Context: an optimization exercise on an open-source flow, tuned for small area, a short achievable clock period and few clock cycles. The choices shown serve that exercise and are no tape-out recipe. The RTL was checked by simulation tests, not by an equivalence proof against the original design.

**flow/run.sh**
```bash
#!/bin/bash
# synth_recipe.tcl (not shown) runs the flow's synth.tcl, then flattens the netlist and writes it again
# the make line also repeats each setting of config.mk as NAME=value (left out here)
make -C /OpenROAD-flow-scripts/flow DESIGN_CONFIG=/design/flow/config.mk WORK_HOME=/design/flow/orfs CLKGATE_MAP_FILE= SYNTH_SCRIPT=/design/flow/synth_recipe.tcl finish
```
**flow/config.mk**
```make
export PLATFORM = sky130hd
export DESIGN_NAME = fp32_mac_core
export DESIGN_NICKNAME = fp32_mac_core
export VERILOG_FILES = /design/flow/design.v
export SDC_FILE = /design/flow/constraint.sdc
export NUM_CORES = 4
export LEC_CHECK = 0
export CAP_MARGIN = 20
export CORE_MARGIN = 2
export CORE_UTILIZATION = 40
export SLEW_MARGIN = 20
```
**flow/constraint.sdc**
```tcl
create_clock -name core_clock -period 10.0 [get_ports {CLK_I}]
set_input_delay 2.0000 -clock core_clock [delete_from_list [all_inputs] [get_ports {CLK_I}]]
set_output_delay 2.0000 -clock core_clock [all_outputs]
set_load 0.01 [all_outputs]
```
**flow/design.v**
```verilog
module fp32_mac_core #(
   parameter logic [31:0] CANON_NAN = 32'h7FC00000
) (
   input  logic        CLK_I,
   input  logic        RSTL_I,
   input  logic        IN_VALID_I,
   input  logic [95:0] IN_DATA_I,
   output logic        IN_READY_O,
   output logic        OUT_VALID_O,
   input  logic        OUT_READY_I,
   output logic [31:0] OUT_DATA_O,
   output logic        OVERRUN_O
);
   typedef enum logic [2:0] {
      IDLE, MUL, PRND, ALIGN, ADD, NORM, RND, HOLD
   } state_t;
   state_t state, state_next;
   logic valid_prev;
   logic rise;
   logic [31:0] a_q, b_q, c_q;
   logic        spec_q;
   logic [31:0] spec_val_q;
   logic        prod_sign_q;
   logic signed [10:0] pexp_q;
   logic [47:0] pman_q;
   logic signed [10:0] re_q;
   logic [23:0] rm_q;
   logic [26:0] al_lg_q, al_sm_q;
   logic signed [10:0] al_exp_q;
   logic        al_sign_q, al_sub_q;
   logic [27:0] sum_q;
   logic        sum_zero_q;
   logic [26:0] norm_q;
   logic signed [10:0] norm_exp_q;
   logic [31:0] res_q;
   assign rise       = IN_VALID_I & ~valid_prev;
   assign IN_READY_O = (state == IDLE);
   always_ff @(posedge CLK_I or negedge RSTL_I) begin
      if (!RSTL_I) state <= IDLE;
      else         state <= state_next;
   end
   always_comb begin
      state_next = state;
      case (state)
         IDLE:    if (rise) state_next = MUL;
         MUL:     state_next = PRND;
         PRND:    state_next = ALIGN;
         ALIGN:   state_next = ADD;
         ADD:     state_next = NORM;
         NORM:    state_next = RND;
         RND:     state_next = HOLD;
         HOLD:    if (OUT_VALID_O && OUT_READY_I) state_next = IDLE;
         default: state_next = IDLE;
      endcase
   end
   logic        a_zero, b_zero, c_zero, a_inf, b_inf, c_inf, a_nan, b_nan, c_nan;
   logic        mul_sign, mul_spec;
   logic [31:0] mul_spec_val;
   logic [47:0] mul_man;
   logic signed [10:0] mul_exp;
   assign a_zero   = (a_q[30:23] == 8'h00);
   assign b_zero   = (b_q[30:23] == 8'h00);
   assign c_zero   = (c_q[30:23] == 8'h00);
   assign a_inf    = (a_q[30:23] == 8'hFF) && (a_q[22:0] == 23'd0);
   assign b_inf    = (b_q[30:23] == 8'hFF) && (b_q[22:0] == 23'd0);
   assign c_inf    = (c_q[30:23] == 8'hFF) && (c_q[22:0] == 23'd0);
   assign a_nan    = (a_q[30:23] == 8'hFF) && (a_q[22:0] != 23'd0);
   assign b_nan    = (b_q[30:23] == 8'hFF) && (b_q[22:0] != 23'd0);
   assign c_nan    = (c_q[30:23] == 8'hFF) && (c_q[22:0] != 23'd0);
   assign mul_sign = a_q[31] ^ b_q[31];
   assign mul_man  = {1'b1, a_q[22:0]} * {1'b1, b_q[22:0]};
   assign mul_exp  = $signed({3'b000, a_q[30:23]}) + $signed({3'b000, b_q[30:23]}) - 11'sd127;
   always_comb begin
      mul_spec     = 1'b1;
      mul_spec_val = CANON_NAN;
      if (a_nan || b_nan || c_nan || (a_inf && b_zero) || (b_inf && a_zero) ||
          ((a_inf || b_inf) && c_inf && (mul_sign != c_q[31])))
         mul_spec_val = CANON_NAN;
      else if (a_inf || b_inf)
         mul_spec_val = {mul_sign, 8'hFF, 23'd0};
      else if (c_inf)
         mul_spec_val = {c_q[31], 8'hFF, 23'd0};
      else if (a_zero || b_zero)
         mul_spec_val = c_zero ? {c_q[31], 31'd0} : c_q;
      else begin
         mul_spec     = 1'b0;
         mul_spec_val = 32'd0;
      end
   end
   logic [23:0] pr_m;
   logic        pr_g, pr_st, pr_inc;
   logic [24:0] pr_m25;
   logic signed [10:0] pr_e;
   logic [23:0] prnd_m;
   logic signed [10:0] prnd_e;
   always_comb begin
      if (pman_q[47]) begin
         pr_m  = pman_q[47:24];
         pr_g  = pman_q[23];
         pr_st = |pman_q[22:0];
         pr_e  = pexp_q + 11'sd1;
      end else begin
         pr_m  = pman_q[46:23];
         pr_g  = pman_q[22];
         pr_st = |pman_q[21:0];
         pr_e  = pexp_q;
      end
      pr_inc = pr_g & (pr_st | pr_m[0]);
      pr_m25 = {1'b0, pr_m} + {24'd0, pr_inc};
      if (pr_m25[24]) begin
         prnd_m = pr_m25[24:1];
         prnd_e = pr_e + 11'sd1;
      end else begin
         prnd_m = pr_m25[23:0];
         prnd_e = pr_e;
      end
   end
   logic signed [10:0] c_exp, lg_e, sm_e, al_diff;
   logic [23:0] c_man, lg_m, sm_m;
   logic        lg_s, sm_s, c_bigger;
   logic [53:0] al_wide;
   logic [26:0] al_small;
   assign c_exp    = $signed({3'b000, c_q[30:23]});
   assign c_man    = c_zero ? 24'd0 : {1'b1, c_q[22:0]};
   assign c_bigger = (c_man != 24'd0) && ((c_exp > re_q) || ((c_exp == re_q) && (c_man > rm_q)));
   always_comb begin
      if (c_bigger) begin
         lg_m = c_man;  lg_e = c_exp; lg_s = c_q[31];
         sm_m = rm_q;   sm_e = re_q;  sm_s = prod_sign_q;
      end else begin
         lg_m = rm_q;   lg_e = re_q;  lg_s = prod_sign_q;
         sm_m = c_man;  sm_e = c_exp; sm_s = c_q[31];
      end
      al_diff = lg_e - sm_e;
      al_wide = 54'd0;
      if (al_diff >= 11'sd27) begin
         al_small = {26'd0, |sm_m};
      end else begin
         al_wide  = {sm_m, 3'b000, 27'd0} >> al_diff[4:0];
         al_small = {al_wide[53:28], al_wide[27] | (|al_wide[26:0])};
      end
   end
   logic [27:0] add_sum;
   assign add_sum = al_sub_q ? ({1'b0, al_lg_q} - {1'b0, al_sm_q})
                             : ({1'b0, al_lg_q} + {1'b0, al_sm_q});
   logic [4:0]  norm_lz;
   logic [26:0] norm_n;
   logic signed [10:0] norm_e;
   always_comb begin
      norm_lz = 5'd27;
      for (int i = 0; i < 27; i++)
         if (sum_q[i]) norm_lz = 5'(26 - i);
      if (sum_q[27]) begin
         norm_n = {sum_q[27:2], sum_q[1] | sum_q[0]};
         norm_e = al_exp_q + 11'sd1;
      end else begin
         norm_n = sum_q[26:0] << norm_lz;
         norm_e = al_exp_q - $signed({6'd0, norm_lz});
      end
   end
   logic [23:0] rn_m, rnd_m;
   logic        rn_inc;
   logic [24:0] rn_m25;
   logic signed [10:0] rnd_e;
   logic [31:0] rnd_res;
   always_comb begin
      rn_m   = norm_q[26:3];
      rn_inc = norm_q[2] & (norm_q[1] | norm_q[0] | rn_m[0]);
      rn_m25 = {1'b0, rn_m} + {24'd0, rn_inc};
      if (rn_m25[24]) begin
         rnd_m = rn_m25[24:1];
         rnd_e = norm_exp_q + 11'sd1;
      end else begin
         rnd_m = rn_m25[23:0];
         rnd_e = norm_exp_q;
      end
      if (spec_q)
         rnd_res = spec_val_q;
      else if (sum_zero_q)
         rnd_res = 32'd0;
      else if (rnd_e >= 11'sd255)
         rnd_res = {al_sign_q, 8'hFF, 23'd0};
      else if (rnd_e <= 11'sd0)
         rnd_res = {al_sign_q, 31'd0};
      else
         rnd_res = {al_sign_q, rnd_e[7:0], rnd_m[22:0]};
   end
   always_ff @(posedge CLK_I or negedge RSTL_I) begin
      if (!RSTL_I) begin
         a_q         <= '0;
         b_q         <= '0;
         c_q         <= '0;
         spec_q      <= 1'b0;
         spec_val_q  <= '0;
         prod_sign_q <= 1'b0;
         pexp_q      <= '0;
         pman_q      <= '0;
         re_q        <= '0;
         rm_q        <= '0;
         al_lg_q     <= '0;
         al_sm_q     <= '0;
         al_exp_q    <= '0;
         al_sign_q   <= 1'b0;
         al_sub_q    <= 1'b0;
         sum_q       <= '0;
         sum_zero_q  <= 1'b0;
         norm_q      <= '0;
         norm_exp_q  <= '0;
         res_q       <= '0;
      end else begin
         case (state)
            IDLE: if (rise) begin
               a_q <= IN_DATA_I[31:0];
               b_q <= IN_DATA_I[63:32];
               c_q <= IN_DATA_I[95:64];
            end
            MUL: begin
               spec_q      <= mul_spec;
               spec_val_q  <= mul_spec_val;
               prod_sign_q <= mul_sign;
               pexp_q      <= mul_exp;
               pman_q      <= mul_man;
            end
            PRND: begin
               re_q <= prnd_e;
               rm_q <= prnd_m;
            end
            ALIGN: begin
               al_lg_q   <= {lg_m, 3'b000};
               al_sm_q   <= al_small;
               al_exp_q  <= lg_e;
               al_sign_q <= lg_s;
               al_sub_q  <= (lg_s != sm_s);
            end
            ADD: begin
               sum_q      <= add_sum;
               sum_zero_q <= (add_sum == 28'd0);
            end
            NORM: begin
               norm_q     <= norm_n;
               norm_exp_q <= norm_e;
            end
            RND: res_q <= rnd_res;
            default: ;
         endcase
      end
   end
   always_ff @(posedge CLK_I or negedge RSTL_I) begin
      if (!RSTL_I) begin
         valid_prev  <= 1'b1;
         OVERRUN_O   <= 1'b0;
         OUT_VALID_O <= 1'b0;
         OUT_DATA_O  <= '0;
      end else begin
         valid_prev <= IN_VALID_I;
         if (rise && (state != IDLE))
            OVERRUN_O <= 1'b1;
         if (state == HOLD) begin
            if (!OUT_VALID_O) begin
               OUT_VALID_O <= 1'b1;
               OUT_DATA_O  <= res_q;
            end else if (OUT_READY_I) begin
               OUT_VALID_O <= 1'b0;
            end
         end
      end
   end
endmodule
```
==> run summary <==
status=finished clean; # resized after CTS=0; Worst-path clk slew=70 ps; maximum fanout along the worst path=17; setup repair bufs after CTS=0; Achievable Freq=115 MHz; count of routing violations after the opening detailed-route iteration=2947; endpoint class of the critical path=flop; cell with the largest stage delay on the worst path=dfrtp_1; type of the tightest min-delay check=flop to flop; Finished Core Util=between 40 and 50%; number of DRC violations after detailed routing=0; Hold Buf Count CTS=0; library cell appearing most often on the critical path=fa_1; number of levels the H-tree was split into=2; DRT Pass-1 Iters=6; Chip Width=341 µm; TritonCTS clock tree=yes; TritonCTS Buffers=50; worst setup slack for register-to-register paths=roughly 1300 ps; final routed wirelength across all metal layers=between 100000 and 150000 µm; Longest Clk Path Bufs=3; height of the die=341 µm; endpoints failing setup=0; warnings from Yosys=1; setup repair after global routing missed its margin=no; ranking of synthesized cells by area=dfrtp_1 23%, fa_1 21%, ha_1 7.9%; ratio of final minimum period to clock period=87.0%; layout cell share with drive strength beyond 1=8.23%; vias in the first global route=36400; final count of pins violating max slew=0; total number of vias=~36000; row count=roughly 120; count of flip-flops with a built-in enable after synthesis=0; Total GRT Usage=a little under a quarter; proportion of synthesized chip area in sequential cells=23.3%; residual antenna-violating net count after detailed routing=0; largest clock skew in the final design=30.1 ps; gpl congestion=around 0.95; Req. time, crit path=10480 ps; number of hold violations in the final report=0; vias per cell=5.49; transition at the pin with the smallest max-transition slack=1070 ps; post-place setup slack=1140 ps; TNS Setup=0 ps; worst hold slack=about 470 ps; synthesized instance count=5060; proportion of netlist area held by the largest area contributor=23.3%; I/O pin cnt=135; async set-reset flop share out of synthesis=100%; Area growth, synth to finish=10.6%; Yosys cell types=101; insertion delay to the later sink of the worst-skew pair=640 ps; most area-hungry cell type in the Yosys netlist=dfrtp_1; first-pass GRT wire length=about 220000 µm; gr ovfl total=0; endpoint arrival time on the critical path=9180 ps; predominant post-synthesis flop cell=dfrtp_1; total of flip-flops plus latches after synthesis=roughly 420; worst rel slew slack=27.8%; final worst slack=1300 ps; Synthesized Nets=slightly below 6000; number of buffers inserted by port buffering=~130; Initial Utilization=40.3%; antenna diode count=0; Startpoint Class=flop; synthesized area per cell=8.98 µm²; clock root buffer=clkbuf_16; stage delay of the slowest cell on the critical path=780 ps; core area=113000 µm²; number of antenna violations at the first check in global routing=3; largest net degree at the start of global routing=~150; # nets final=5910; post-detail-place hpwl=107000 µm; Post-Syn Area=45500 µm²; total of max-cap violations=0; Die Area=116000 µm²; final period demand of the worst path=8700 ps; CP Class=flop to flop; Clock Sink Count=around 420; DR WL/cell=21.0 µm
cell usage after synthesis (all sizes together), types with 23 or more instances:
| library cell | n |
|---|---|
| a21oi | 221 |
| and3 | 29 |
| a22o | 33 |
| dfrtp | 423 |
| a221oi | 23 |
| nand4 | 33 |
| mux2 | 153 |
| o211ai | 23 |
| a21o | 46 |
| mux2i | 92 |
| a211oi | 35 |
| nand2 | 710 |
| clkbuf | 255 |
| xnor2 | 104 |
| and2 | 255 |
| buf | 54 |
| nand3 | 73 |
| o21bai | 24 |
| nor3 | 64 |
| a31oi | 39 |
| nor2b | 28 |
| ha | 287 |
| inv | 649 |
| fa | 485 |
| nor4 | 44 |
| o31ai | 34 |
| o21ai | 283 |
| nand2b | 26 |
| nor2 | 215 |
| xor2 | 67 |
final timing paths:
kind	start	to	cells past startpoint
setup reg to reg	b_q[4]	pman_q[46]	29
min in group asynchronous	RSTL_I	OUT_DATA_O[5]	1
hold reg to reg	pman_q[0]	pman_q[0]	2
setup / recovery	b_q[4]	pman_q[46]	29
hold / removal	pman_q[0]	pman_q[0]	2
max in group asynchronous	RSTL_I	pman_q[47]	3
worst max-delay path, delay by kind of cell (launching register included):
kind | cells | cell delay [ps]
fa+ha+maj | 8 | 3790
compound gates | 13 | 3160
flops | 1 | 780
simple gates | 1 | 100
buf+inv | 6 | 590
xor+xnor | 1 | 170
cells by family after synthesis:
kind of cell | after synthesis | synth area share [%]
compound gates | 934 | 13.4
xor+xnor | 171 | 3.31
fa+ha+maj | 772 | 29.3
buf+inv | 962 | 8.06
flops | 424 | 23.3
mux | 261 | 6.61
simple gates | 1536 | 16.0
sequential cells by signal, summed over array words and instances (netlist names), 27 cells and up:
signal      flops
pman_q         48
OUT_DATA_O     32
a_q            32
b_q            32
c_q            32
res_q          32
spec_val_q     32
sum_q          28
al_sm_q        27
norm_q         27
routing by layer:
| layer | GRT usage, % | part of all wire [%] |
|---|---|---|
| met1 | 32.8 | 44 |
| met2 | 37.9 | 45 |
| met3 | 4.05 | 7.1 |
| met4 | 7.53 | 3.3 |
| met5 | 0 | 0.0094 |
placed cells by master, fill, tap and decap left out, types with 16 or more instances in the layout:
| cell type | n |
|---|---|
| a211oi_1 | 35 |
| a21o_1 | 46 |
| a21oi_1 | 219 |
| a221oi_1 | 21 |
| a22o_1 | 33 |
| a22oi_1 | 22 |
| a31oi_1 | 37 |
| and2_1 | 254 |
| and3_1 | 29 |
| buf_4 | 98 |
| clkbuf_16 | 51 |
| clkdlybuf4s50_1 | 133 |
| dfrtp_1 | 419 |
| fa_1 | 485 |
| ha_1 | 287 |
| inv_1 | 649 |
| mux2_2 | 153 |
| mux2i_1 | 92 |
| mux4_2 | 16 |
| nand2_1 | 709 |
| nand2b_1 | 26 |
| nand3_1 | 73 |
| nand4_1 | 32 |
| nor2_1 | 213 |
| nor2b_1 | 28 |
| nor3_1 | 63 |
| nor4_1 | 41 |
| o211ai_1 | 23 |
| o21a_1 | 18 |
| o21ai_0 | 279 |
| o21bai_1 | 23 |
| o22ai_1 | 20 |
| o31ai_1 | 31 |
| xnor2_1 | 103 |
| xor2_1 | 67 |
final cells by class:
class | count | area, µm²
Inverter | 653 | 2450
Multi-Input combinational cell | 3674 | 31200
Clock inverter | 28 | 572
Fill cell | 11000 | 62400
Clock buffer | 64 | 1400
Tap cell | 1500 | 1880
Sequential cell | 424 | 10600
Timing Repair Buffer | 235 | 2130
per-stage QoR:
stage          instance area (µm²)  cells
6_report                     50300   6578
5_1_grt                      50300   6578
4_1_cts                      50200   6577
3_5_place_dp                 48300   6485
3_3_place_gp                 48300   6485
2_1_floorplan                45500   5060
Testbench counts, summed over its fixed seeds: cycles 21,600.

## static timing again, ports no longer ideal
The results above use ideal ports. As a check the final layout listed here was re-extracted and re-timed, cells and wires unchanged.
Step 1 (the two cells are an assumption about what drives the block):
set clk [get_ports {CLK_I}]
set_driving_cell -lib_cell sky130_fd_sc_hd__clkbuf_16 $clk
set_driving_cell -lib_cell sky130_fd_sc_hd__buf_2 [delete_from_list [all_inputs] $clk]
Step 2 moves the port delays by t, midway between the first and last clock arrival at a register: inputs arrive t later, outputs are due t later. That takes back most of the time a late clock gives input paths.
Slacks: ideal / step 1 / step 2; pairs: ideal / step 1.
t (ns): 0.688
setup WS [ns]: 1.296 / 1.296 / 1.296
hold slack, ns: 0.466 / 0.466 / 0.466
worst register clock-pin slew, ns: 0.07 / 0.07
cell pins on the clock port's net: 1
After both steps this run still meets setup and hold. The setup slack of this run moves by 0.000 ns with the drivers and by 0.000 ns with both steps.
